Background: an optimization exercise with open tools, aiming at small area, a short achievable clock period and few clock cycles. Do not read the settings as production practice.
Where RTL was checked, it was by simulation tests only, not by an equivalence proof against the original.
No functional check of the RTL was part of runs 1 to 3.

==> config.mk <==
export PLATFORM = sky130hd
export DESIGN_NAME = integer_to_padded_ascii
export DESIGN_NICKNAME = integer_to_padded_ascii
export VERILOG_FILES = /design/flow/design.v
export SDC_FILE = /design/flow/constraint.sdc
export NUM_CORES = 4
export LEC_CHECK = 0
export ABC_AREA = 1
export CAP_MARGIN = 20
export CORE_MARGIN = 2
export CORE_UTILIZATION = 40
export SLEW_MARGIN = 20
==> constraint.sdc <==
create_clock -name core_clock -period 8.0 [get_ports {clk_i}]
set_input_delay 1.6000 -clock core_clock [delete_from_list [all_inputs] [get_ports {clk_i}]]
set_output_delay 1.6000 -clock core_clock [all_outputs]
set_load 0.01 [all_outputs]
==> design.v <==
`timescale 1ns / 1ps
`default_nettype none
package itap_pkg;
  localparam int VALUE_W     = 64;
  localparam int FUNC_W      = 3;
  localparam int WIDTH_W     = 6;
  localparam int PREC_W      = 7;
  localparam int CH_W        = 8;
  localparam int IN_TDATA_W  = 88;
  localparam int IN_TUSER_W  = 4;
  localparam int OUT_TDATA_W = 8;
  localparam int DEF_MAX_FIELD  = 62;
  localparam int DEF_VALUE_BITS = 64;
  typedef enum logic [FUNC_W-1:0] {
    FN_SDEC = 3'd0,
    FN_UDEC = 3'd1,
    FN_HEXL = 3'd2,
    FN_HEXU = 3'd3,
    FN_PTR  = 3'd4
  } itap_func_e;
  localparam logic [CH_W-1:0] CH_SPACE   = 8'h20;
  localparam logic [CH_W-1:0] CH_PLUS    = 8'h2b;
  localparam logic [CH_W-1:0] CH_MINUS   = 8'h2d;
  localparam logic [CH_W-1:0] CH_ZERO    = 8'h30;
  localparam logic [CH_W-1:0] CH_X       = 8'h78;
  localparam logic [CH_W-1:0] CH_LOWER_A = 8'h61;
  localparam logic [CH_W-1:0] CH_UPPER_A = 8'h41;
endpackage
`default_nettype wire
`timescale 1ns / 1ps
`default_nettype none
module itap_bcd_cell (
  input  logic [3:0] d_i,
  output logic [2:0] q_o,
  output logic       c_o
);
  logic [2:0] c;
  logic       b, co;
  logic [2:0] n;
  assign c = d_i[3:1];
  assign b = d_i[0];
  logic _00_;
  logic _01_;
  logic _02_;
  logic _03_;
  logic _04_;
  logic _05_;
  logic _06_;
  logic _07_;
  assign _07_ = b | ~c[1];
  assign _00_ = ~(c[0] | _07_);
  assign _01_ = ~(c[2] | _00_);
  assign n[2] = c[2] ? b : _00_;
  assign _02_ = ~(c[0] & _07_);
  assign n[1] = ~(_01_ & _02_);
  assign _03_ = b & ~c[1];
  assign _04_ = ~(c[2] | _03_);
  assign n[0] = ~(_07_ & _04_);
  assign _05_ = b | c[0];
  assign _06_ = c[1] & _05_;
  assign co = c[2] | _06_;
  assign q_o = n;
  assign c_o = co;
endmodule
`default_nettype wire
`timescale 1ns / 1ps
`default_nettype none
module itap_bcd_row #(
  parameter int NDIG = 20,
  parameter int W    = (NDIG - 1) * 4 + 1
) (
  input  logic [W-1:0] acc_i,
  input  logic [3:0]   nib_i,
  output logic [W-1:0] acc_o
);
  logic [NDIG*4-1:0] lay [5];
  assign lay[0] = (NDIG*4)'(acc_i);
  for (genvar l = 0; l < 4; l++) begin : g_layer
    logic [NDIG-1:0]   cy;
    logic [NDIG*4-1:0] nx;
    for (genvar j = 0; j < NDIG - 1; j++) begin : g_dig
      itap_bcd_cell u_cell (
        .d_i (lay[l][j*4 +: 4]),
        .q_o (nx[j*4+1 +: 3]),
        .c_o (cy[j])
      );
      if (j == 0) begin : g_lsb
        assign nx[j*4] = nib_i[3-l];
      end else begin : g_mid
        assign nx[j*4] = cy[j-1];
      end
    end
    assign nx[NDIG*4-1:(NDIG-1)*4] = {3'b000, cy[NDIG-2]};
    assign cy[NDIG-1] = 1'b0;
    assign lay[l+1] = nx;
  end
  assign acc_o = lay[4][W-1:0];
endmodule
`default_nettype wire
`timescale 1ns / 1ps
`default_nettype none
import itap_pkg::*;
module integer_to_padded_ascii #(
  parameter int MAX_FIELD  = itap_pkg::DEF_MAX_FIELD,
  parameter int VALUE_BITS = itap_pkg::DEF_VALUE_BITS
) (
  input  logic                             clk_i,
  input  logic                             rst_ni,
  input  logic                             s_axis_tvalid,
  output logic                             s_axis_tready,
  input  logic [itap_pkg::IN_TDATA_W-1:0]  s_axis_tdata,
  input  logic [itap_pkg::IN_TUSER_W-1:0]  s_axis_tuser,
  output logic                             m_axis_tvalid,
  input  logic                             m_axis_tready,
  output logic [itap_pkg::OUT_TDATA_W-1:0] m_axis_tdata,
  output logic                             m_axis_tlast
);
  function automatic logic [2:0] enc_q(input logic [2:0] q);
    case (q)
      3'd0: enc_q = 3'd0;
      3'd1: enc_q = 3'd1;
      3'd2: enc_q = 3'd2;
      3'd3: enc_q = 3'd3;
      3'd4: enc_q = 3'd7;
      default: enc_q = 3'd0;
    endcase
  endfunction
  function automatic logic [2:0] dec_q(input logic [2:0] c);
    case (c)
      3'd0: dec_q = 3'd0;
      3'd1: dec_q = 3'd1;
      3'd2: dec_q = 3'd2;
      3'd3: dec_q = 3'd3;
      3'd7: dec_q = 3'd4;
      default: dec_q = 3'd0;
    endcase
  endfunction
  localparam int NDIG  = 20;
  localparam int ACC_W = (NDIG - 1) * 4 + 1;
  logic [63:0] v;
  logic [2:0]  fn;
  logic        wide_in, isdec_in, ishex_in, sgn_in, neg_in;
  assign v        = s_axis_tdata[63:0];
  assign fn       = s_axis_tuser[2:0];
  assign wide_in  = s_axis_tuser[3] || (fn == 3'd4);
  assign isdec_in = (fn == 3'd0) || (fn == 3'd1);
  assign ishex_in = (fn == 3'd2) || (fn == 3'd3) || (fn == 3'd4);
  assign sgn_in   = wide_in ? v[63] : v[31];
  assign neg_in   = (fn == 3'd0) && sgn_in;
  logic [15:0] nz, nf, fp, fneg;
  always_comb begin
    for (int g = 0; g < 16; g++) begin
      nz[g] = |v[g*4 +: 4];
      nf[g] = ~&v[g*4 +: 4];
    end
    for (int g = 0; g < 16; g++) begin
      fp[g] = nz[g] && ((g < 8) || wide_in);
    end
    fneg[0] = 1'b0;
    for (int g = 1; g < 16; g++) begin
      fneg[g] = ((g < 8) || wide_in) &&
                (nf[g-1] || (((g == 15) || (g == 7 && !wide_in)) && nf[g]));
    end
  end
  logic [3:0] h_in, lz_in;
  logic [15:0] fh;
  always_comb begin
    fh   = neg_in ? fneg : fp;
    h_in = 4'd0;
    for (int g = 0; g < 16; g++) begin
      if (fh[g]) h_in = 4'(g);
    end
    lz_in = 4'd0;
    for (int g = 15; g >= 0; g--) begin
      if (nz[g]) lz_in = 4'(g);
    end
  end
  typedef enum logic [1:0] {Q_IDLE, Q_FETCH, Q_FDONE, Q_UNDEF} q_state_e;
  q_state_e   q_st, q_st_n;
  logic       q_neg, q_hex, q_hex_n, q_first, q_first_n, qs, qs_n;
  logic [3:0] q_lz, q_g, q_g_n;
  logic       tready_q, tready_n, accept, prep;
  logic       f_valid, f_valid_n, f_first, f_first_n, f_last;
  logic [3:0] f_nib;
  logic [3:0] idx, nib, mag;
  logic       fetch, consume, q_ready, q_ready_n, c_start;
  assign accept = tready_q && s_axis_tvalid;
  assign prep   = (q_st == Q_IDLE) && s_axis_tvalid;
  assign idx    = q_g;
  assign nib    = v[idx*4 +: 4];
  assign mag    = q_neg ? (~nib + 4'((idx <= q_lz) ? 1 : 0)) : nib;
  assign fetch  = (q_st == Q_FETCH) && (!f_valid || consume);
  assign q_ready = !qs && ((f_valid && f_first) || ((q_st == Q_FDONE) && q_hex));
  typedef enum logic [1:0] {C_IDLE, C_RUN, C_SIZE, C_DONE} c_state_e;
  c_state_e          c_st, c_st_n;
  logic [ACC_W-1:0]  acc, acc_dd, acc_nx;
  logic              c_isdec;
  logic [4:0]        c_ndm1;
  logic              handoff;
  logic [5:0]        s_wc, s_pc;
  logic              s_pnone, s_zero, s_neg, s_plus, s_upper;
  logic [1:0]        s_pre;
  logic       c_start_q, handoff_q, c_start_n, handoff_n, e_last, e_last_n;
  assign c_start = c_start_q;
  assign consume = (c_start && !q_hex) || (c_st == C_RUN);
  itap_bcd_row #(
    .NDIG (NDIG)
  ) u_row (
    .acc_i (acc),
    .nib_i (f_nib),
    .acc_o (acc_dd)
  );
  logic [3:0] dmod;
  assign dmod = (f_nib >= 4'd10) ? f_nib - 4'd10 : f_nib;
  always_comb begin
    acc_nx = acc_dd;
    if (c_start) begin
      acc_nx = '0;
      if (q_hex) begin
        acc_nx[31:0]  = v[31:0];
        acc_nx[63:32] = wide_in ? v[63:32] : 32'd0;
      end else begin
        acc_nx[3:0] = {enc_q(dmod[3:1]), dmod[0]};
        acc_nx[4]   = (f_nib >= 4'd10);
      end
    end
  end
  logic [4:0] ndm1_nx;
  always_comb begin
    ndm1_nx = 5'd0;
    for (int j = 0; j < NDIG; j++) begin
      if (j < NDIG - 1) begin
        if (acc[j*4 +: 4] != 4'd0) ndm1_nx = 5'(j);
      end else begin
        if (acc[ACC_W-1]) ndm1_nx = 5'(j);
      end
    end
  end
  logic [ACC_W-1:0] e_buf;
  logic             e_busy, e_isdec, e_upper, e_neg, e_plus;
  logic [5:0]       e_pos, e_am1;
  logic [4:0]       e_ndm1;
  logic [1:0]       e_pre;
  logic             o_valid, o_last, k_valid, k_last;
  logic [7:0]       o_ch, k_ch;
  logic             o_free, e_take, emit;
  assign o_free  = !o_valid || m_axis_tready;
  assign emit    = e_busy && !k_valid;
  assign handoff = handoff_q;
  logic [5:0] lm1_nx, mm1_nx, zm1_nx, c_lm1, c_mm1, c_zm1, tm1, am1;
  logic [6:0] wc7, pc7, mm, zm;
  always_comb begin
    wc7 = {1'b0, s_wc};
    pc7 = {1'b0, s_pc};
    lm1_nx = 6'(ndm1_nx) + 6'(s_pre);
    if (c_isdec) begin
      mm = wc7;
      if (s_zero && s_pnone) zm = wc7;
      else                   zm = (pc7 < wc7) ? pc7 : wc7;
    end else begin
      mm = (pc7 > wc7) ? pc7 : wc7;
      if (s_pnone) zm = s_zero ? 7'd64 : 7'd0;
      else         zm = pc7 + 7'(s_pre);
    end
    mm1_nx = (mm == 7'd0) ? 6'd0 : 6'(mm - 7'd1);
    zm1_nx = (zm == 7'd0) ? 6'd0 : 6'(zm - 7'd1);
    tm1 = (c_mm1 > c_lm1) ? c_mm1 : c_lm1;
    am1 = (c_zm1 > c_lm1) ? c_zm1 : c_lm1;
  end
  logic       sp, pfx, zr;
  logic [3:0] dval;
  logic [7:0] dch, ch;
  logic [3:0] ebd [NDIG];
  always_comb begin
    for (int j = 0; j < NDIG - 1; j++) ebd[j] = e_buf[j*4 +: 4];
    ebd[NDIG-1] = {3'b000, e_buf[ACC_W-1]};
  end
  assign dval = ebd[e_pos[4:0]];
  assign sp   = e_pos > e_am1;
  assign pfx  = e_pre != 2'd0;
  assign zr   = e_pos > {1'b0, e_ndm1};
  assign dch  = e_isdec ? {4'h3, dec_q(dval[3:1]), dval[0]} :
                (dval < 4'd10) ? {4'h3, dval} : {(e_upper ? 4'h4 : 4'h6), dval - 4'd9};
  always_comb begin
    if (sp)               ch = CH_SPACE;
    else if (pfx) begin
      if (e_isdec)        ch = e_neg ? CH_MINUS : (e_plus ? CH_PLUS : CH_SPACE);
      else                ch = e_pre[1] ? CH_ZERO : CH_X;
    end
    else if (zr)          ch = CH_ZERO;
    else                  ch = dch;
  end
  logic e_busy_n, k_valid_n, tm1_is0;
  always_comb begin
    tm1_is0   = (c_lm1 == 6'd0) && (c_mm1 == 6'd0);
    e_busy_n  = e_busy;
    if (emit && e_last) e_busy_n = 1'b0;
    if (handoff)        e_busy_n = 1'b1;
    k_valid_n = o_free ? 1'b0 : (emit ? 1'b1 : k_valid);
    e_last_n  = handoff ? tm1_is0 : (emit ? (e_pos == 6'd1) : e_last);
    handoff_n = (c_st_n == C_DONE) && (!e_busy_n || (!k_valid_n && e_last_n));
  end
  always_comb begin
    c_st_n = c_st;
    case (c_st)
      C_RUN:  if (f_last) c_st_n = C_SIZE;
      C_SIZE: c_st_n = C_DONE;
      C_DONE: if (handoff) c_st_n = C_IDLE;
      default: ;
    endcase
    if (c_start) c_st_n = (q_hex || f_last) ? C_SIZE : C_RUN;
  end
  always_comb begin
    q_st_n    = q_st;
    q_g_n     = q_g;
    q_first_n = q_first;
    q_hex_n   = q_hex;
    qs_n      = qs;
    f_valid_n = f_valid;
    f_first_n = f_first;
    if (consume) f_valid_n = 1'b0;
    if (fetch) begin
      f_valid_n = 1'b1;
      f_first_n = q_first;
      q_first_n = 1'b0;
      q_g_n     = idx - 4'd1;
      if (idx == 4'd0) q_st_n = Q_FDONE;
    end
    if (c_start) qs_n = 1'b1;
    if (prep) begin
      q_first_n = 1'b1;
      q_g_n     = h_in;
      q_hex_n   = ishex_in;
      if (isdec_in)      q_st_n = Q_FETCH;
      else if (ishex_in) q_st_n = Q_FDONE;
      else               q_st_n = Q_UNDEF;
    end
    if (accept) begin
      q_st_n = Q_IDLE;
      qs_n   = 1'b0;
    end
    q_ready_n = !qs_n && ((f_valid_n && f_first_n) || ((q_st_n == Q_FDONE) && q_hex_n));
    c_start_n = q_ready_n && ((c_st_n == C_IDLE) || handoff_n);
    tready_n  = (q_st_n == Q_UNDEF) ||
                (((q_st_n == Q_FDONE) ||
                  ((q_st_n == Q_FETCH) && !q_first_n && (q_g_n == 4'd0))) &&
                 (qs_n || (q_ready_n && (c_st_n == C_IDLE))));
  end
  always_ff @(posedge clk_i or negedge rst_ni) begin
    if (!rst_ni) begin
      q_st     <= Q_IDLE;
      q_first  <= 1'b0;
      q_hex    <= 1'b0;
      qs       <= 1'b0;
      tready_q <= 1'b0;
      f_valid  <= 1'b0;
      f_first  <= 1'b0;
      c_st     <= C_IDLE;
      e_busy   <= 1'b0;
      e_last   <= 1'b0;
      c_start_q <= 1'b0;
      handoff_q <= 1'b0;
      o_valid  <= 1'b0;
      k_valid  <= 1'b0;
    end else begin
      q_st     <= q_st_n;
      q_first  <= q_first_n;
      q_hex    <= q_hex_n;
      qs       <= qs_n;
      tready_q <= tready_n;
      f_valid  <= f_valid_n;
      f_first  <= f_first_n;
      c_st     <= c_st_n;
      if (o_free) begin
        o_valid <= k_valid || emit;
        k_valid <= 1'b0;
      end else if (emit) begin
        k_valid <= 1'b1;
      end
      e_busy    <= e_busy_n;
      e_last    <= e_last_n;
      c_start_q <= c_start_n;
      handoff_q <= handoff_n;
    end
  end
  always_ff @(posedge clk_i) begin
    if (prep) begin
      q_neg <= neg_in;
      q_lz  <= lz_in;
    end
    q_g <= q_g_n;
    if (fetch) begin
      f_nib  <= mag;
      f_last <= (idx == 4'd0);
    end
    if (c_start || (c_st == C_RUN)) acc <= acc_nx;
    if (c_start) begin
      c_isdec <= isdec_in;
      s_neg   <= q_neg;
      s_plus  <= s_axis_tdata[64];
      s_zero  <= s_axis_tdata[66];
      s_upper <= (fn == 3'd3);
      s_wc    <= (s_axis_tdata[73:68] == 6'd63) ? 6'd62 : s_axis_tdata[73:68];
      s_pnone <= (s_axis_tdata[80:74] == 7'h7f);
      s_pc    <= s_axis_tdata[80] ? 6'd0 :
                 ((s_axis_tdata[79:74] == 6'd63) ? 6'd62 : s_axis_tdata[79:74]);
      if (isdec_in) s_pre <= {1'b0, q_neg || s_axis_tdata[64] || s_axis_tdata[65]};
      else          s_pre <= (s_axis_tdata[67] || (fn == 3'd4)) ? 2'd2 : 2'd0;
    end
    if (c_st == C_SIZE) begin
      c_ndm1 <= ndm1_nx;
      c_lm1  <= lm1_nx;
      c_mm1  <= mm1_nx;
      c_zm1  <= zm1_nx;
    end
    if (emit && pfx && !sp) e_pre <= e_pre - 2'd1;
    if (emit) e_pos <= e_pos - 6'd1;
    if (handoff) begin
      e_buf   <= acc;
      e_pos   <= tm1;
      e_am1   <= am1;
      e_ndm1  <= c_ndm1;
      e_pre   <= s_pre;
      e_isdec <= c_isdec;
      e_upper <= s_upper;
      e_neg   <= s_neg;
      e_plus  <= s_plus;
    end
    if (o_free) begin
      o_ch   <= k_valid ? k_ch : ch;
      o_last <= k_valid ? k_last : e_last;
    end
    if (emit) begin
      k_ch   <= ch;
      k_last <= e_last;
    end
  end
  assign s_axis_tready = tready_q;
  assign m_axis_tvalid = o_valid;
  assign m_axis_tdata  = o_ch;
  assign m_axis_tlast  = o_last;
endmodule
`default_nettype wire
==> flow/run.sh <==
#!/bin/bash
# The standard layout (the standard.sh, unchanged synthesis) with two
# changes to how the layout is optimised: the port buffers are plain
# buf_2 cells instead of the delay-cell default, and timing repair aims for a
# larger setup margin. Each make run logs to a file of its own here.
set -euo pipefail
export BUFFER_PORTS_ARGS="-buffer_cell sky130_fd_sc_hd__buf_2"
export SETUP_SLACK_MARGIN="${FLOW_SETUP_MARGIN:-5.0}"
bash standard.sh synth > make_synth.log 2>&1
bash standard.sh finish > make_finish.log 2>&1
==> standard.sh <==
#!/bin/bash
# synth_recipe.tcl (not shown) runs the flow's synth.tcl, then flattens the netlist and writes it again
# the make line also repeats each setting of config.mk as NAME=value (left out here)
make -C /OpenROAD-flow-scripts/flow DESIGN_CONFIG=/design/flow/config.mk WORK_HOME=/design/flow/orfs CLKGATE_MAP_FILE= SYNTH_SCRIPT=/design/flow/synth_recipe.tcl "${@:-finish}"
==> results.yml, run 1 <==
outcome:
  outcome: "finished clean"
sta:
  timing.final.crit_period_ps: 3076
  hold_violations: 0
  relSlewSlack: 0.3546
  max_freq_mhz: 325.1
  setup_viol: 0
  hold_slack_ps: 419.1
  skew_ps: 14.36
  worst_pin_slew_ps: 968.0
  rsz0062_at_grt: "true"
  final_max_slew_viol_count: 0
  setup_total_negative_slack_ps: 0
  period_share: 0.3845
die:
  rows: 77
  die_h_um: 214.6
  ios: 107
  fp.coreArea_mm2: 0.04403
  start_util: 0.4028
  die_area_mm2: 0.04604
  die_x_um: 214.6
critical_path:
  cp_data_required_time_ps: 8450
  r2r_end: "c_lm1[3]$_DFFE_PN_"
  crit_path_start_kind: "primary input"
  r2r_setup_slack_ps: 4960
  crit_arrival_ps: 3520
  r2r_cells: 20
  critical_path_peak_fanout: 8
  crit_type: "primary input to register"
  r2r_start: "acc[9]$_DFFE_PP_"
  cp-end-kind: "register"
worst_hold_path:
  hp-class: "register to register"
  holdPathEnd: "e_ndm1[2]$_DFFE_PP_"
  hold_depth: 0
  hp-start: "c_ndm1[2]$_DFFE_PN_"
clocking:
  clk_pin_slew_ps: 60
  insertion_delay_ps: 570
  cts_buffer_depth: 3
  ctsRootBufferMaster: "clkbuf_16"
  htree_levels: 1
  ctsHoldBuffers: 0
  clock-sinks: 266
  cts_made_buffers: 30
  cts_tree: "built"
job:
  max-cap-violations: 0
routing:
  post_drt_wl_per_cell_um: 16.41
  num_vias: 16410
  antenna_left: 0
  routed_wl_um: 50760
  first_pass_iters: 5
  route.detailed.drc: 0
  drtIter0Drc: 1218
  vias_per_cell: 5.304
yosys:
  synth_area_mm2: 0.01774
  synthDistinctLibCells: 70
  synth_area_per_cell_um2: 7.605
  synth_edf_count: 246
  yosysWarnings: 5
  ys.flop_type: "edfxtp_1"
  syn_inst: 2332
  ys_ff_latch: 266
  ys_seq_area_frac: 0.4436
  postSynth.asyncResetShare: 0.06015
layout:
  fillCellCount: 4279
  final_cells: 3093
  final_cell_mix: "456 x nand2_1, 391 x inv_1, 269 x nor2_1"
  fin_util: 0.4690
  final_common_cell: "nand2_1"
  drive_gt1_frac: 0.1257
  syn_to_final_growth_pct: 16.42
  nets: 2625
global_routing:
  grt-ovfl-total: 0
  antenna_found_initial: 1
  grt_max_degree: 69
  use_met2: 0.3629
  grt_pass1_vias: 15460
  grt_usage: 0.2143
  use_met1: 0.2813
  busiest_layer: "met2"
  grt.met3_usage: 0.02879
  grt_pass1_wl_um: 79020
placed_design:
  gp_congestion: 0.8883
  dpl.cell_count: 2989
  portBuffers: 98
  dpl.hpwl_um: 38880
==> flip-flops by register name, summed over array words and instances (netlist names), 2 cells and up <==
| name | flops |
|---|---|
| acc | 77 |
| s_pc | 6 |
| c_lm1 | 6 |
| q_lz | 4 |
| s_pre | 2 |
| e_pos | 6 |
| c_st | 2 |
| q_st | 2 |
| k_ch | 7 |
| c_ndm1 | 5 |
| e_ndm1 | 5 |
| e_buf | 77 |
| e_pre | 2 |
| c_zm1 | 6 |
| f_nib | 4 |
| e_am1 | 6 |
| c_mm1 | 6 |
| o_ch | 7 |
| s_wc | 6 |
| q_g | 4 |
==> critical path: stages <==
cell and delay (ps):
buf_2 180, clkinvlp_4 210, nand2_8 140, nand3_4 170, clkinv_4 120, nand4_1 100, o21ai_2 170, nand2_1 100
a21oi_1 130, nor2_1 50, nor2_1 160, a2bb2oi_2 190, nor2_1 60, nand2_1 80, nand2_1 50
==> Yosys cell counts, drive strengths merged (8+ instances only) <==
library cell	instances	area, um^2
a21oi	197	993.5
a31oi	9	56.30
buf	10	61.30
clkbuf	30	112.6
dfrtp	16	400.4
edfxtp	246	7387
ha	51	638.1
inv	413	1550
nand2	482	1854
nand3	104	538.0
nand4	36	225.2
nor2	284	1107
nor3	49	260.3
nor4	23	165.2
o211ai	17	132.6
o21ai	238	1195
o22ai	18	112.6
o2bb2ai	8	70.07
or2	13	83.83
==> logic make-up (layout without fill, tap and decap cells) <==
group                      Yosys count  in the layout  synth area share
buffers and inverters              454            618           0.09742
xor gates and xnor gates             8              8          0.003950
adders and majority gates           53             53           0.03824
AOI/OAI and AO/OA                  546            546            0.1723
muxes                                1              1         0.0005644
and+or+nand+nor                   1003           1004            0.2437
other                                1              5         0.0002114
DFF                                266            266            0.4436
==> what timing repair did <==
item                                    in CTS  in global routing
pin swaps                                   19                 24
setup buffers                               20                 24
gates cloned                                 2                  1
gates resized for setup                     48                 72
endpoints found under the setup margin      14                 37
==> metrics by stage <==
step	setup slack, ps	area [um^2]
6_report	4924	20650
3_3_place_gp	4052	18890
4_1_cts	4867	20230
5_1_grt	4701	20640
2_1_floorplan	4854	17780
3_5_place_dp	4052	18890
==> per-layer routing <==
metal | part of all wire | routed length, um | vias up
li1 | - | - | 8163
met1 | 0.42 | 21470 | 7577
met2 | 0.47 | 23900 | 562
met3 | 0.071 | 3620 | 103
met4 | 0.035 | 1773 | 0
met5 | 0 | 0 | -
==> cell type report <==
type	count	area (um^2)	area share
diodes	3	7.507	0.0003636
flip-flops and latches	266	7874	0.3813
clock buffers	37	798.3	0.03866
repair buffers	148	920.9	0.04460
clock inverters	17	205.2	0.009938
repair inverters	2	8.758	0.0004242
multi-input cells	1614	8517	0.4125
well taps	592	740.7	0.03587
inverters	414	1577	0.07635
==> worst max path at each step <==
| stage | from | end | slack, ps | cells past startpoint |
|---|---|---|---|---|
| 2_1_floorplan | s_axis_tuser[1] | tready_q$_DFF_PN0_ | 4850 | 17 |
| 3_3_place_gp | s_axis_tuser[1] | tready_q$_DFF_PN0_ | 4050 | 17 |
| 3_5_place_dp | s_axis_tuser[1] | tready_q$_DFF_PN0_ | 4050 | 17 |
| 4_1_cts | acc[9]$_DFFE_PP_ | c_lm1[4]$_DFFE_PN_ | 4870 | 23 |
| 5_1_grt | acc[9]$_DFFE_PP_ | c_lm1[4]$_DFFE_PN_ | 4700 | 23 |
| 6_report | s_axis_tdata[63] | tready_q$_DFF_PN0_ | 4920 | 15 |
==> run 2, diff against run 1 <==
--- a/config.mk
+++ b/config.mk
@@ -9,4 +9,6 @@
 export CAP_MARGIN = 20
 export CORE_MARGIN = 2
 export CORE_UTILIZATION = 40
+export CTS_BUF_LIST = sky130_fd_sc_hd__clkbuf_4 sky130_fd_sc_hd__clkbuf_8
+export CTS_CLUSTER_SIZE = 20
 export SLEW_MARGIN = 20
==> results.yml, run 2 <==
outcome:
  outcome: "finished clean"
global_routing:
  grt_pass1_wl_um: 79320
  grt_pass1_vias: 15570
  grt_usage: 0.2163
  grt_max_degree: 69
  grt-ovfl-total: 0
  antenna_found_initial: 0
die:
  die_h_um: 214.6
  die_area_mm2: 0.04604
  rows: 77
  fp.coreArea_mm2: 0.04403
  die_x_um: 214.6
  ios: 107
  start_util: 0.4028
yosys:
  yosys-top-cells-count: "472 x nand2_1, 407 x inv_1, 275 x nor2_1"
  synth_area_mm2: 0.01774
  yosysTopAreaCell: "edfxtp_1"
  synth.most_common_cell: "nand2_1"
  yosysWarnings: 5
  postSynth.asyncResetShare: 0.06015
  ys_seq_area_frac: 0.4436
  synth.top_cell.area_share: 0.4165
  synth.area.top_cells: "edfxtp_1 42%, nand2_1 10%, inv_1 8.6%, o21ai_0 6.4%, nor2_1 5.8%"
  synth_area_per_cell_um2: 7.605
  syn_inst: 2332
  synthDistinctLibCells: 70
  ys.flop_type: "edfxtp_1"
  synth_edf_count: 246
  ys_ff_latch: 266
layout:
  final_area_mm2: 0.02062
  top_regs: "acc (77), e_buf (77)"
  syn_to_final_growth_pct: 16.25
  final_cell_mix: "457 x nand2_1, 393 x inv_1, 269 x nor2_1"
  drive_gt1_frac: 0.1397
  final_common_cell: "nand2_1"
  diodes: 0
  nets: 2648
job:
  max-cap-violations: 0
placed_design:
  dpl.hpwl_um: 38880
  portBuffers: 98
  placed_area_mm2: 0.01889
  gp_congestion: 0.8883
routing:
  routed_wl_um: 51220
  post_drt_wl_per_cell_um: 16.39
  route.detailed.drc: 0
  first_pass_iters: 6
  drtIter0Drc: 1218
  vias_per_cell: 5.266
  antenna_left: 0
  num_vias: 16460
sta:
  max_freq_mhz: 320.8
  setup_total_negative_slack_ps: 0
  skew_ps: 31.74
  period_share: 0.3896
  relSlewSlack: 0.3424
  hold_violations: 0
  rsz0062_at_grt: "true"
  final_max_slew_viol_count: 0
  worst_pin_slew_ps: 986.4
  timing.final.crit_period_ps: 3117
  setup_viol: 0
clocking:
  cts_tree: "built"
  cts_made_buffers: 48
  ctsHoldBuffers: 0
  clock-sinks: 266
  clk_pin_slew_ps: 50
  ctsRootBufferMaster: "clkbuf_8"
  insertion_delay_ps: 600
  cts_buffer_depth: 3
  htree_levels: 2
critical_path:
  crit_path_start_kind: "primary input"
  critical_path_peak_fanout: 8
  crit_arrival_ps: 3600
  cp-end-kind: "register"
  crit_type: "primary input to register"
  cp_data_required_time_ps: 8480
worst_hold_path:
  hp-class: "register to register"
run 2: cell counts after synthesis:
Identical to the previous run, type by type.
run 2: final cells by class:
cell class | count | area (um^2)
Timing Repair Buffer | 153 | 958.4
Tap cell | 592 | 740.7
Sequential cell | 266 | 7874
Timing Repair inverter | 2 | 10.01
Multi-Input combinational cell | 1614 | 8487
Clock inverter | 12 | 77.57
Fill cell | 4307 | 23410
Clock buffer | 73 | 892.1
Inverter | 414 | 1579
run 2: kinds of logic after synthesis:
logic type,Yosys count,share of synthesized area
mux,1,0.0005644
fa+ha+maj,53,0.03824
flops,266,0.4436
buf+inv,454,0.09742
simple gates,1003,0.2437
other cells,1,0.0002114
xor+xnor,8,0.003950
compound gates,546,0.1723
run 2: per-layer routing:
layer	up-vias	share of wire	GRT usage
li1	8202	-	-
met1	7634	0.44	0.2789
met2	509	0.47	0.3611
met3	118	0.061	0.03901
met4	0	0.035	0.08426
met5	-	0	0
run 2: path summary, 6_finish.rpt:
check / endpoint / cells after the start / startpoint / slack [ps]
max: tready_q$_DFF_PN0_ / 15 / s_axis_tdata[63] / 4880
min: e_ndm1[2]$_DFFE_PP_ / 0 / c_ndm1[2]$_DFFE_PN_ / 420
max reg2reg: c_lm1[1]$_DFFE_PN_ / 23 / acc[8]$_DFFE_PP_ / 4920
min reg2reg: e_ndm1[2]$_DFFE_PP_ / 0 / c_ndm1[2]$_DFFE_PN_ / 420
max in group asynchronous: handoff_q$_DFF_PN0_ / 1 / rst_ni / 6650
min in group asynchronous: o_valid$_DFFE_PN0P_ / 1 / rst_ni / 960
run 2: worst max-delay path, stage by stage:
cell and delay [ps]:
buf_2 170, clkinvlp_4 260, nand2_8 170, nand3_4 190, buf_4 220, o21ai_0 240
nand2_1 140, nor2_1 140, nand2_1 60, nand2_1 80, o21ai_2 60, nand3_1 80
nor2_1 50, nand2_1 70, nand2_1 50
run 2: through the flow:
step | cells | worst slack, ps | hold WS [ps] | util
finish | 3126 | 4883 | 415.8 | 0.4683
global route | 3126 | 4682 | 422.1 | 0.4683
floorplan | 2333 | 4854 | 400.3 | -
CTS | 3098 | 4863 | 419.4 | 0.4579
detailed placement | 2989 | 4052 | 405.4 | 0.4291
global placement | 2989 | 4052 | 404.3 | 0.4291
run 2: timing repair:
action | 4_1_cts | 5_1_grt
gates cloned | 1 | 2
gates resized for setup | 33 | 88
setup endpoints to repair | 13 | 39
hold endpoints to repair | 0 | 0
pin swaps | 7 | 27
setup buffers | 23 | 26
==> run 3, diff against run 2 <==
--- a/design.v
+++ b/design.v
@@ -178,7 +178,7 @@
   typedef enum logic [1:0] {Q_IDLE, Q_FETCH, Q_FDONE, Q_UNDEF} q_state_e;
   q_state_e   q_st, q_st_n;
   logic       q_neg, q_hex, q_hex_n, q_first, q_first_n, qs, qs_n;
-  logic [3:0] q_lz, q_g, q_g_n;
+  logic [3:0] q_lz, q_g, q_g_n, q_g_f;
   logic       tready_q, tready_n, accept, prep;
   logic       f_valid, f_valid_n, f_first, f_first_n, f_last;
   logic [3:0] f_nib;
@@ -327,6 +327,7 @@
       if (idx == 4'd0) q_st_n = Q_FDONE;
     end
     if (c_start) qs_n = 1'b1;
+    q_g_f = q_g_n;
     if (prep) begin
       q_first_n = 1'b1;
       q_g_n     = h_in;
@@ -343,7 +344,7 @@
     c_start_n = q_ready_n && ((c_st_n == C_IDLE) || handoff_n);
     tready_n  = (q_st_n == Q_UNDEF) ||
                 (((q_st_n == Q_FDONE) ||
-                  ((q_st_n == Q_FETCH) && !q_first_n && (q_g_n == 4'd0))) &&
+                  ((q_st_n == Q_FETCH) && !q_first_n && (q_g_f == 4'd0))) &&
                  (qs_n || (q_ready_n && (c_st_n == C_IDLE))));
   end
   always_ff @(posedge clk_i or negedge rst_ni) begin
--- a/config.mk
+++ b/config.mk
@@ -9,6 +9,4 @@
 export CAP_MARGIN = 20
 export CORE_MARGIN = 2
 export CORE_UTILIZATION = 40
-export CTS_BUF_LIST = sky130_fd_sc_hd__clkbuf_4 sky130_fd_sc_hd__clkbuf_8
-export CTS_CLUSTER_SIZE = 20
 export SLEW_MARGIN = 20
==> results.yml, run 3 <==
layout:
  final_common_cell: "nand2_1"
  fillCellCount: 4338
  syn_to_final_growth_pct: 18.09
  final_cell_mix: "506 x nand2_1, 412 x inv_1, 262 x nor2_1"
  nets: 2662
  drive_gt1_frac: 0.1284
  top_regs: "acc (77), e_buf (77)"
  fin_util: 0.4752
sta:
  final_max_slew_viol_count: 0
  setup_total_negative_slack_ps: 0
  period_share: 0.3719
  skew_ps: 22.82
  relSlewSlack: 0.3317
  hold_violations: 0
  worst_pin_slew_ps: 1002
  setup_viol: 0
  max_freq_mhz: 336.1
  rsz0062_at_grt: "true"
  timing.final.crit_period_ps: 2975
clocking:
  ctsRootBufferMaster: "clkbuf_16"
  clk_pin_slew_ps: 60
  clock-sinks: 266
  cts_tree: "built"
  insertion_delay_ps: 550
  ctsHoldBuffers: 0
  cts_made_buffers: 34
  cts_buffer_depth: 3
  htree_levels: 2
global_routing:
  grt-ovfl-total: 0
  grt_usage: 0.2145
  antenna_found_initial: 1
  grt_max_degree: 82
  grt_pass1_vias: 15480
  grt_pass1_wl_um: 79000
die:
  die_h_um: 214.2
  die_x_um: 214.2
  rows: 77
  start_util: 0.4024
  fp.coreArea_mm2: 0.04393
  die_area_mm2: 0.04589
  ios: 107
critical_path:
  cp_data_required_time_ps: 8290
  crit_type: "register to register"
  r2r_cells: 23
  crit_chain: "inv_2 > nand2_2 > nor3_4 > o21ai_2 > a21oi_2 > o21bai_1 > nand2_1 > nand2_1 > nand2_1 > nand2_1 > nand2_1 > nand2_1 > nand2_1 > nand2_1 > nand2_2 > nand2_2 > nand2_2 > nand2_2 > nand2_4 > ha_4 > inv_2 > fa_2 > inv_1"
  crit_path_start_kind: "register"
  crit_arrival_ps: 3270
  critical_path_peak_fanout: 2
  max_stage_delay_ps: 510
  slowest_stage: "fa_2"
  cp-end-kind: "register"
  path_common_cell: "nand2_1"
yosys:
  yosysWarnings: 5
  synthDistinctLibCells: 57
  yosysTopAreaCell: "edfxtp_1"
  synth.most_common_cell: "nand2_1"
  postSynth.asyncResetShare: 0.06015
  synth.top_cell.area_share: 0.4179
  ys_seq_area_frac: 0.4451
  synth_edf_count: 246
  syn_inst: 2371
  ys.flop_type: "edfxtp_1"
  ys_ff_latch: 266
  synth_area_mm2: 0.01768
  yosys-top-cells-count: "525 x nand2_1, 424 x inv_1, 276 x nor2_1"
  synth_area_per_cell_um2: 7.455
  synth.area.top_cells: "edfxtp_1 42%, nand2_1 11%, inv_1 9.0%, o21ai_0 6.8%, nor2_1 5.9%"
job:
  max-cap-violations: 0
routing:
  route.detailed.drc: 0
  antenna_left: 0
  routed_wl_um: 50260
  num_vias: 16330
  drtIter0Drc: 1231
  first_pass_iters: 5
  vias_per_cell: 5.217
  post_drt_wl_per_cell_um: 16.05
worst_hold_path:
  hold_depth: 0
  hp-class: "register to register"
outcome:
  outcome: "finished clean"
placed_design:
  dpl.hpwl_um: 38400
  portBuffers: 98
  gp_congestion: 0.9301
[run 3: final cells by class]
| type | count | area (um^2) | area share |
|---|---|---|---|
| Antenna cell | 1 | 2.502 | 0.0001199 |
| Multi-Input combinational cell | 1634 | 8507 | 0.4075 |
| Clock inverter | 18 | 310.3 | 0.01486 |
| Timing Repair Buffer | 145 | 895.9 | 0.04292 |
| Sequential cell | 266 | 7874 | 0.3772 |
| Tap cell | 592 | 740.7 | 0.03548 |
| Inverter | 432 | 1640 | 0.07858 |
| Clock buffer | 43 | 904.6 | 0.04333 |
[run 3: worst max-delay path, delay by kind of cell, from the launching register on]
family                   cells  cell delay (ps)
AO/OA/AOI/OAI                3              340
adder cells (fa/ha/maj)      2              640
buffers and inverters        3              180
flip-flops                   1              470
AND/OR/NAND/NOR             15             1090
[run 3: per-layer routing]
metal / vias up / wire, um / global-route usage
li1: 8222 / - / -
met1: 7544 / 22400 / 0.2831
met2: 477 / 23210 / 0.3561
met3: 91 / 2878 / 0.03234
met4: 0 / 1774 / 0.08194
met5: - / 0 / 0
[run 3: repair_timing]
item                       4_1_cts  5_1_grt
buffers inserted                17       22
hold endpoints to repair         0        0
setup endpoints to repair       29       68
gates resized for setup         30       94
pin swaps                        7       44
cloned                           1        0
[run 3: kinds of logic (layout without fill, tap and decap cells)]
kind of cell / Yosys count / in the layout / share of synthesized area
other: 1 / 3 / 0.0002121
flip-flops: 266 / 266 / 0.4451
AO/OA/AOI/OAI: 539 / 539 / 0.1684
XOR/XNOR: 7 / 7 / 0.003468
adder cells (fa/ha/maj): 53 / 53 / 0.03836
AND/OR/NAND/NOR: 1032 / 1033 / 0.2435
buffers and inverters: 473 / 638 / 0.1010
[run 3: final timing paths]
path                                   start                   to  slack (ps)
min reg2reg                s_upper$_DFFE_PP_    e_upper$_DFFE_PP_         410
min in group asynchronous             rst_ni  handoff_q$_DFF_PN0_        1000
min                        s_upper$_DFFE_PP_    e_upper$_DFFE_PP_         410
max in group asynchronous             rst_ni  c_start_q$_DFF_PN0_        6670
max                         acc[8]$_DFFE_PP_   c_lm1[1]$_DFFE_PN_        5020
max reg2reg                 acc[8]$_DFFE_PP_   c_lm1[1]$_DFFE_PN_        5020
[run 3: metrics by stage]
| stage | std cells | hold WS [ps] | cell area (um^2) | setup slack, ps |
|---|---|---|---|---|
| CTS | 3108 | 415.9 | 20370 | 4999 |
| finish | 3131 | 412.1 | 20880 | 5025 |
| floorplan | 2372 | 400.3 | 17790 | 5009 |
| global route | 3131 | 419.4 | 20880 | 4858 |
| detailed placement | 3029 | 404.5 | 18920 | 4361 |
| global placement | 3029 | 400.8 | 18920 | 4376 |
==> run 4, diff against run 3 <==
--- a/design.v
+++ b/design.v
@@ -247,7 +247,7 @@
   assign o_free  = !o_valid || m_axis_tready;
   assign emit    = e_busy && !k_valid;
   assign handoff = handoff_q;
-  logic [5:0] lm1_nx, mm1_nx, zm1_nx, c_lm1, c_mm1, c_zm1, tm1, am1;
+  logic [5:0] lm1_nx, mm1_nx, zm1_nx, c_lm1, tm1, am1;
   logic [6:0] wc7, pc7, mm, zm;
   always_comb begin
     wc7 = {1'b0, s_wc};
@@ -264,8 +264,8 @@
     end
     mm1_nx = (mm == 7'd0) ? 6'd0 : 6'(mm - 7'd1);
     zm1_nx = (zm == 7'd0) ? 6'd0 : 6'(zm - 7'd1);
-    tm1 = (c_mm1 > c_lm1) ? c_mm1 : c_lm1;
-    am1 = (c_zm1 > c_lm1) ? c_zm1 : c_lm1;
+    tm1 = (s_wc > c_lm1) ? s_wc : c_lm1;
+    am1 = (s_pc > c_lm1) ? s_pc : c_lm1;
   end
   logic       sp, pfx, zr;
   logic [3:0] dval;
@@ -292,7 +292,7 @@
   end
   logic e_busy_n, k_valid_n, tm1_is0;
   always_comb begin
-    tm1_is0   = (c_lm1 == 6'd0) && (c_mm1 == 6'd0);
+    tm1_is0   = (c_lm1 == 6'd0) && (s_wc == 6'd0);
     e_busy_n  = e_busy;
     if (emit && e_last) e_busy_n = 1'b0;
     if (handoff)        e_busy_n = 1'b1;
@@ -411,8 +411,8 @@
     if (c_st == C_SIZE) begin
       c_ndm1 <= ndm1_nx;
       c_lm1  <= lm1_nx;
-      c_mm1  <= mm1_nx;
-      c_zm1  <= zm1_nx;
+      s_wc   <= mm1_nx;
+      s_pc   <= zm1_nx;
     end
     if (emit && pfx && !sp) e_pre <= e_pre - 2'd1;
     if (emit) e_pos <= e_pos - 6'd1;
--- a/config.mk
+++ b/config.mk
@@ -9,4 +9,6 @@
 export CAP_MARGIN = 20
 export CORE_MARGIN = 2
 export CORE_UTILIZATION = 40
+export CTS_CLUSTER_DIAMETER = 100
+export CTS_CLUSTER_SIZE = 30
 export SLEW_MARGIN = 20
==> results.yml, run 4 <==
outcome:
  outcome: "finished clean"
die:
  die_area_mm2: 0.04529
  fp.coreArea_mm2: 0.04308
  ios: 107
  die_h_um: 212.8
  start_util: 0.4049
  die_x_um: 212.8
  rows: 76
sta:
  rsz0062_at_grt: "true"
  timing.final.crit_period_ps: 2934
  max_freq_mhz: 340.8
  setup_slack_ps: 5066
  final_max_slew_viol_count: 0
  worst_pin_slew_ps: 1051
  period_share: 0.3668
  setup_total_negative_slack_ps: 0
  hold_violations: 0
  setup_viol: 0
  skew_ps: 35.28
  relSlewSlack: 0.2996
clocking:
  ctsHoldBuffers: 0
  cts_tree: "built"
  ctsRootBufferMaster: "clkbuf_16"
  cts_buffer_depth: 3
  clock-sinks: 254
  htree_levels: 1
  insertion_delay_ps: 520
  clk_pin_slew_ps: 110
  cts_made_buffers: 13
critical_path:
  cp-end-kind: "register"
  crit_path_start_kind: "primary input"
  cp_data_required_time_ps: 8430
  crit_type: "primary input to register"
  critical_path_peak_fanout: 8
  crit_arrival_ps: 3360
layout:
  syn_to_final_growth_pct: 13.81
  final_cell_mix: "514 x nand2_1, 396 x inv_1, 268 x nor2_1"
  drive_gt1_frac: 0.1207
  top_regs: "acc (77), e_buf (77)"
  nets: 2653
  diodes: 0
  fillCellCount: 4232
  final_common_cell: "nand2_1"
global_routing:
  grt_pass1_wl_um: 77300
  use_met1: 0.3043
  grt_max_degree: 73
  antenna_found_initial: 1
  busiest_layer: "met2"
  grt-ovfl-total: 0
  grt.met3_usage: 0.01794
  grt_pass1_vias: 14960
  use_met2: 0.3561
  grt_usage: 0.2160
routing:
  antenna_left: 0
  drtIter0Drc: 1159
  routed_wl_um: 49410
  route.detailed.drc: 0
  first_pass_iters: 6
  post_drt_wl_per_cell_um: 15.97
  vias_per_cell: 5.233
  num_vias: 16200
yosys:
  yosysTopAreaCell: "edfxtp_1"
  synth.area.top_cells: "edfxtp_1 40%, nand2_1 11%, inv_1 8.7%, nor2_1 6.1%, o21ai_0 5.7%"
  postSynth.asyncResetShare: 0.06299
  ys.flop_type: "edfxtp_1"
  ys_seq_area_frac: 0.4304
  synth.top_cell.area_share: 0.4029
  syn_inst: 2364
  synth_edf_count: 234
  synth_area_mm2: 0.01744
  yosysWarnings: 5
  synth.most_common_cell: "nand2_1"
  synth_area_per_cell_um2: 7.378
  yosys-top-cells-count: "529 x nand2_1, 404 x inv_1, 283 x nor2_1"
  ys_ff_latch: 254
  synthDistinctLibCells: 60
placed_design:
  portBuffers: 98
  preCtsSetupSlack_ps: 3964
  dpl.hpwl_um: 38630
  gp_congestion: 0.8769
job:
  max-cap-violations: 0
worst_hold_path:
  hp-class: "register to register"
-- run 4: layout make-up --
type | instances | area (um^2) | area share
clock buffer | 15 | 332.8 | 0.01677
multi-input combinational | 1655 | 8568 | 0.4316
sequential | 254 | 7513 | 0.3785
clock inverter | 6 | 91.34 | 0.004601
inverter | 422 | 1602 | 0.08068
timing repair buffer | 158 | 1011 | 0.05093
tap | 585 | 732.0 | 0.03687
-- run 4: through the flow --
step | std cells | hold slack (ps) | utilization | area [um^2]
detailed placement | 3022 | 406.5 | 0.4329 | 18650
CTS | 3049 | 432.1 | 0.4457 | 19200
global route | 3095 | 440.3 | 0.4608 | 19850
global placement | 3022 | 402.5 | 0.4329 | 18650
finish | 3095 | 431.4 | 0.4608 | 19850
floorplan | 2365 | 400.3 | - | 17500
-- run 4: worst max-delay path, stage by stage --
cell,delay (ps)
buf_6,110
nor2_4,120
nand2_4,100
nand2_4,120
nand2_4,80
nand3_4,200
clkinv_8,100
or2_4,230
o21ai_2,60
inv_1,60
nand2_1,70
nand2_1,60
nand2_1,60
nand2_1,50
nand2_1,60
nand2_1,50
nand2_1,60
nand2_1,50
nand2_1,70
a21oi_1,50
-- run 4: worst paths after layout --
path / to / slack (ps) / depth (start not counted) / start
min in group asynchronous: k_valid$_DFF_PN0_ / 980 / 1 / rst_ni
hold reg to reg: e_ndm1[0]$_DFFE_PP_ / 430 / 0 / c_ndm1[0]$_DFFE_PP_
max in group asynchronous: handoff_q$_DFF_PN0_ / 6710 / 1 / rst_ni
hold / removal: e_ndm1[0]$_DFFE_PP_ / 430 / 0 / c_ndm1[0]$_DFFE_PP_
setup reg to reg: c_lm1[2]$_DFFE_PP_ / 5120 / 22 / acc[6]$_DFFE_PP_
setup / recovery: q_g[0]$_DFF_P_ / 5070 / 20 / s_axis_tuser[0]
-- run 4: repair_timing --
action	CTS	global route
setup endpoints to repair	39	59
buffers inserted	5	46
cloned	1	0
pin swaps	1	17
gates resized for setup	21	85
-- run 4: metal layers --
layer / vias to the layer above / part of all wire
met2: 449 / 0.46
li1: 8168 / -
met3: 71 / 0.052
met4: 0 / 0.029
met5: - / 0
met1: 7508 / 0.46
-- run 4: cell families (layout without fill, tap and decap cells) --
group / after synthesis / count (layout) / synth area share
AOI/OAI and AO/OA: 521 / 521 / 0.1666
xor gates and xnor gates: 13 / 13 / 0.006528
adders and majority gates: 53 / 53 / 0.03888
buffers and inverters: 457 / 601 / 0.09900
DFF: 254 / 254 / 0.4304
other: 1 / 2 / 0.0002150
and+or+nand+nor: 1065 / 1066 / 0.2583
Testbench counts of run 4, summed over its fixed seeds: cycles 13,131.
==> run 5, diff against run 4 <==
--- a/config.mk
+++ b/config.mk
@@ -9,6 +9,6 @@
 export CAP_MARGIN = 20
 export CORE_MARGIN = 2
 export CORE_UTILIZATION = 40
-export CTS_CLUSTER_DIAMETER = 100
+export CTS_CLUSTER_DIAMETER = 70
 export CTS_CLUSTER_SIZE = 30
 export SLEW_MARGIN = 20
==> results.yml, run 5 <==
layout:
  final_area_mm2: 0.02024
  fillCellCount: 4194
  final_common_cell: "nand2_1"
  top_regs: "acc (77), e_buf (77)"
  syn_to_final_growth_pct: 16.05
  drive_gt1_frac: 0.1282
  ff_latch_area_mm2: 0.007513
  diodes: 0
  multi_input_area_mm2: 0.008577
  final_cell_mix: "514 x nand2_1, 398 x inv_1, 266 x nor2_1"
  nets: 2659
yosys:
  synthSimpleGateAreaFrac: 0.2583
  synth_top_family_by_area: "simple AND/OR/NAND/NOR gates"
  synth.most_common_cell: "nand2_1"
  yosys-top-cells-count: "529 x nand2_1, 404 x inv_1, 283 x nor2_1"
  synth_xor_area_frac: 0.006528
  ys_ff_latch: 254
  synth.area.top_cells: "edfxtp_1 40%, nand2_1 11%, inv_1 8.7%, nor2_1 6.1%, o21ai_0 5.7%"
  yosysTopAreaCell: "edfxtp_1"
  synthAdderAreaFrac: 0.03888
  synthMuxAreaShare: 0
  synth_area_mm2: 0.01744
  synthDistinctLibCells: 60
  yosysWarnings: 5
  postSynth.asyncResetShare: 0.06299
  synth_area_per_cell_um2: 7.378
  ys.flop_type: "edfxtp_1"
  ys_seq_area_frac: 0.4304
  syn_inst: 2364
  synth_compound_area_frac: 0.1666
  synth_edf_count: 234
  synth.top_cell.area_share: 0.4029
placed_design:
  portBuffers: 98
  gp_congestion: 0.8769
  dpl.hpwl_um: 38630
  placed_area_mm2: 0.01865
global_routing:
  grt_usage: 0.2186
  grt_pass1_wl_um: 78010
  antenna_found_initial: 1
  grt-ovfl-total: 0
  grt_max_degree: 73
  grt_pass1_vias: 15100
clocking:
  cts_buffer_depth: 3
  cts_tree: "built"
  ctsRootBufferMaster: "clkbuf_16"
  insertion_delay_ps: 560
  htree_levels: 1
  clk_pin_slew_ps: 80
  clock-sinks: 254
  cts_made_buffers: 24
critical_path:
  crit_arrival_ps: 3380
  r2r_setup_slack_ps: 5130
  r2r_cells: 22
  crit_path_start_kind: "primary input"
  cp_data_required_time_ps: 8450
  r2r_end: "c_lm1[2]$_DFFE_PP_"
  crit_type: "primary input to register"
  r2r_start: "acc[6]$_DFFE_PP_"
  critical_path_peak_fanout: 8
  cp-end-kind: "register"
worst_hold_path:
  hold_depth: 0
  hp-start: "c_ndm1[0]$_DFFE_PP_"
  holdPathEnd: "e_ndm1[0]$_DFFE_PP_"
  hp-class: "register to register"
routing:
  drtIter0Drc: 1048
  route.detailed.drc: 0
  routed_wl_um: 49990
  num_vias: 16310
  post_drt_wl_per_cell_um: 16.06
  vias_per_cell: 5.240
  antenna_left: 0
  first_pass_iters: 5
sta:
  final_max_slew_viol_count: 0
  hold_violations: 0
  timing.final.crit_period_ps: 2927
  skew_ps: 13.48
  worst_pin_slew_ps: 1048
  max_freq_mhz: 341.6
  rsz0062_at_grt: "true"
  relSlewSlack: 0.3012
  period_share: 0.3659
  setup_viol: 0
  setup_total_negative_slack_ps: 0
die:
  start_util: 0.4049
  die_h_um: 212.8
  die_x_um: 212.8
  ios: 107
  rows: 76
  die_area_mm2: 0.04529
  fp.coreArea_mm2: 0.04308
outcome:
  outcome: "finished clean"
job:
  max-cap-violations: 0
[run 5: layer usage]
metal | wire, um | global-route usage
met4 | 1497 | 0.06897
met3 | 2542 | 0.02133
met1 | 22970 | 0.3073
met5 | 0 | 0
met2 | 22980 | 0.3559
[run 5: what timing repair did]
item	CTS	global route
pin swaps	1	19
gates cloned	1	0
endpoints found under the setup margin	26	52
setup buffers	4	42
gates resized for setup	20	82
hold buffers	0	0
hold endpoints to repair	0	0
[run 5: worst max-delay path by stage]
stage,startpoint,end,slack [ps],cells after the start
3_3_place_gp,s_axis_tuser[1],q_g[3]$_DFF_P_,4020,12
3_5_place_dp,s_axis_tuser[1],q_g[3]$_DFF_P_,3960,12
6_report,s_axis_tuser[0],q_g[0]$_DFF_P_,5070,20
5_1_grt,acc[15]$_DFFE_PP_,c_lm1[2]$_DFFE_PP_,4940,23
4_1_cts,e_pos[0]$_DFFE_PP_,o_ch[2]$_DFFE_PP_,5000,17
2_1_floorplan,s_axis_tuser[1],q_g[0]$_DFF_P_,5000,21
[run 5: area by class of cell]
| cell class | instances | share of cell area |
|---|---|---|
| multi-input cells | 1655 | 0.4237 |
| flip-flops and latches | 254 | 0.3712 |
| inverters | 422 | 0.07912 |
| repair buffers | 153 | 0.04741 |
| well taps | 585 | 0.03616 |
| clock buffers | 26 | 0.03109 |
| clock inverters | 18 | 0.01131 |
[run 5: cell families (layout without fill, tap and decap cells)]
family,after synthesis,in the layout
and+or+nand+nor,1065,1066
DFF,254,254
buffers and inverters,457,619
other,1,2
AOI/OAI and AO/OA,521,521
xor gates and xnor gates,13,13
adders and majority gates,53,53
[run 5: metrics by stage]
stage	hold slack (ps)	setup slack, ps	std cells	util
3_3_place_gp	402.5	4025	3022	0.4329
6_report	426.6	5073	3113	0.4699
3_5_place_dp	406.5	3964	3022	0.4329
2_1_floorplan	400.3	4998	2365	-
4_1_cts	417.5	5004	3071	0.4556
5_1_grt	431.5	4938	3113	0.4699
[run 5: critical path, cell delays in order]
cell      delay (ps)
buf_4            140
nor2_4           130
nand2_4          100
nand2_4          120
nand2_4           70
nand3_4          190
clkinv_8          90
or2_4            230
o21ai_2           70
inv_1             70
nand2_1           70
nand2_1           60
nand2_1           60
nand2_1           50
nand2_1           60
nand2_1           50
nand2_1           60
nand2_1           50
nand2_1           60
a21oi_1           50
==> run 6, diff against run 5 <==
--- a/config.mk
+++ b/config.mk
@@ -9,6 +9,6 @@
 export CAP_MARGIN = 20
 export CORE_MARGIN = 2
 export CORE_UTILIZATION = 40
-export CTS_CLUSTER_DIAMETER = 70
-export CTS_CLUSTER_SIZE = 30
+export CTS_CLUSTER_DIAMETER = 80
+export CTS_CLUSTER_SIZE = 22
 export SLEW_MARGIN = 20
==> results.yml, run 6 <==
yosys:
  synth.area.top_cells: "edfxtp_1 40%, nand2_1 11%, inv_1 8.7%, nor2_1 6.1%, o21ai_0 5.7%"
  synth.top_cell.area_share: 0.4029
  ys_seq_area_frac: 0.4304
  synth_area_per_cell_um2: 7.378
  synth_edf_count: 234
  syn_inst: 2364
  yosysWarnings: 5
  postSynth.asyncResetShare: 0.06299
  yosysTopAreaCell: "edfxtp_1"
  synthDistinctLibCells: 60
  synth_area_mm2: 0.01744
  yosys-top-cells-count: "529 x nand2_1, 404 x inv_1, 283 x nor2_1"
  synth.most_common_cell: "nand2_1"
  ys.flop_type: "edfxtp_1"
  ys_ff_latch: 254
sta:
  rsz0062_at_grt: "true"
  final_max_slew_viol_count: 0
  period_share: 0.3676
  timing.final.crit_period_ps: 2941
  relSlewSlack: 0.2994
  setup_total_negative_slack_ps: 0
  setup_slack_ps: 5059
  setup_viol: 0
  skew_ps: 23.42
  max_freq_mhz: 340.0
  hold_violations: 0
  worst_pin_slew_ps: 1051
critical_path:
  r2r_setup_slack_ps: 5120
  cp-end-kind: "register"
  r2r_cells: 22
  crit_path_start_kind: "primary input"
  cp_data_required_time_ps: 8410
  crit_type: "primary input to register"
  r2r_end: "c_lm1[2]$_DFFE_PP_"
  critical_path_peak_fanout: 8
  r2r_start: "acc[6]$_DFFE_PP_"
  crit_arrival_ps: 3350
die:
  fp.coreArea_mm2: 0.04308
  die_h_um: 212.8
  die_area_mm2: 0.04529
  ios: 107
  rows: 76
  start_util: 0.4049
  die_x_um: 212.8
worst_hold_path:
  hold_depth: 0
  hp-start: "s_neg$_DFFE_PP_"
  holdPathEnd: "e_neg$_DFFE_PP_"
  hp-class: "register to register"
layout:
  final_cells: 3099
  final_area_mm2: 0.02002
  diodes: 0
  syn_to_final_growth_pct: 14.76
  drive_gt1_frac: 0.1221
  final_cell_mix: "513 x nand2_1, 398 x inv_1, 265 x nor2_1"
  top_regs: "acc (77), e_buf (77)"
  nets: 2652
  final_common_cell: "nand2_1"
routing:
  route.detailed.drc: 0
  antenna_left: 0
  post_drt_wl_per_cell_um: 16.07
  first_pass_iters: 5
  routed_wl_um: 49790
  vias_per_cell: 5.245
  drtIter0Drc: 1093
  num_vias: 16250
global_routing:
  antenna_found_initial: 1
  grt-ovfl-total: 0
  grt_max_degree: 73
  grt_usage: 0.2173
  grt_pass1_vias: 15050
  grt_pass1_wl_um: 77670
clocking:
  cts_tree: "built"
  cts_made_buffers: 19
  clk_pin_slew_ps: 90
  htree_levels: 1
  clock-sinks: 254
  insertion_delay_ps: 520
  ctsRootBufferMaster: "clkbuf_16"
  cts_buffer_depth: 3
  ctsHoldBuffers: 0
placed_design:
  dpl.cell_count: 3022
  dpl.hpwl_um: 38630
  portBuffers: 98
  placed_area_mm2: 0.01865
  gp_congestion: 0.8769
  preCtsSetupSlack_ps: 3964
outcome:
  outcome: "finished clean"
job:
  max-cap-violations: 0
-- run 6: kinds of logic (layout without fill, tap and decap cells) --
| kind of cell | Yosys count | count (layout) | share of synthesized area |
|---|---|---|---|
| and+or+nand+nor | 1065 | 1066 | 0.2583 |
| AOI/OAI and AO/OA | 521 | 521 | 0.1666 |
| buffers and inverters | 457 | 605 | 0.09900 |
| DFF | 254 | 254 | 0.4304 |
| adders and majority gates | 53 | 53 | 0.03888 |
| xor gates and xnor gates | 13 | 13 | 0.006528 |
| other | 1 | 2 | 0.0002150 |
-- run 6: worst max-delay path by stage --
stage	start	end	cells past startpoint
after floorplan	s_axis_tuser[1]	q_g[0]$_DFF_P_	21
after global placement	s_axis_tuser[1]	q_g[3]$_DFF_P_	12
after detailed placement	s_axis_tuser[1]	q_g[3]$_DFF_P_	12
after CTS	s_axis_tuser[1]	q_g[0]$_DFF_P_	20
after global routing	acc[12]$_DFFE_PP_	c_lm1[2]$_DFFE_PP_	23
final	s_axis_tuser[0]	q_g[0]$_DFF_P_	20
-- run 6: metal layers --
metal / vias up / track usage / share of wire
met1: 7608 / 0.3071 / 0.46
met2: 411 / 0.3591 / 0.47
li1: 8178 / - / -
met4: 0 / 0.06149 / 0.024
met5: - / 0 / 0
met3: 56 / 0.01603 / 0.050
-- run 6: repair_timing --
item / 4_1_cts / 5_1_grt
pin swaps: 1 / 22
setup endpoints to repair: 40 / 59
resized for setup: 21 / 91
buffers inserted: 6 / 38
cloned: 1 / 0
endpoints found under the hold margin: 0 / 0
-- run 6: through the flow --
stage                     utilization  hold slack [ps]
after floorplan                     -            400.3
after global placement         0.4329            402.5
after detailed placement       0.4329            406.5
after CTS                      0.4511            419.5
after global routing           0.4647            423.3
final                          0.4647            421.7
-- run 6: worst max-delay path, stage by stage --
cell      delay (ps)
buf_6            110
nor2_4           120
nand2_4          100
nand2_4          120
nand2_4           80
nand3_4          190
clkinv_8         100
or2_4            230
o21ai_2           60
inv_1             60
nand2_1           60
nand2_1           60
nand2_1           60
nand2_1           50
nand2_1           60
nand2_1           50
nand2_1           60
nand2_1           50
nand2_1           70
a21oi_1           50
-- run 6: final cells by class --
cell class / instances / area, um^2
fillers: 4220 / 23060
clock buffers: 21 / 483.0
multi-input cells: 1655 / 8571
flip-flops and latches: 254 / 7513
inverters: 422 / 1602
repair buffers: 151 / 952.2
well taps: 585 / 732.0
clock inverters: 11 / 162.7

==> separate check: timing with driven ports <==
How much do the figures lean on ideal ports? The routed layouts below were timed once more, with nothing changed but the port constraints.
Step 1 sets driving cells, clkbuf_16 on the clock port and buf_2 on the other inputs (assumed; they add their load-dependent delay and slew).
Step 2, shift: input delay + t, output delay - t, t = (earliest + latest rising clock arrival at the registers) / 2. This alone moves slack from input paths to output paths.
Slacks: no drivers / after step 1 / after step 2; pairs: no drivers / after step 1.
run | t, ns | slack for setup (ns) | hold slack, ns
run 1 | 0.619 | 4.924 / 4.947 / 4.327 | 0.419 / 0.419 / 0.419
run 2 | 0.635 | 4.883 / 4.912 / 4.277 | 0.416 / 0.416 / 0.416
run 3 | 0.583 | 5.025 / 5.025 / 4.557 | 0.412 / 0.412 / 0.412
run 4 | 0.560 | 5.066 / 5.090 / 4.530 | 0.431 / 0.431 / 0.431
run 5 | 0.603 | 5.073 / 5.105 / 4.502 | 0.427 / 0.427 / 0.427
run 6 | 0.568 | 5.059 / 5.084 / 4.517 | 0.422 / 0.422 / 0.422
After both steps setup and hold are still met in every run listed. The setup slack of run 2, which loses most, moves by +0.029 ns with the drivers and by -0.606 ns with both steps.
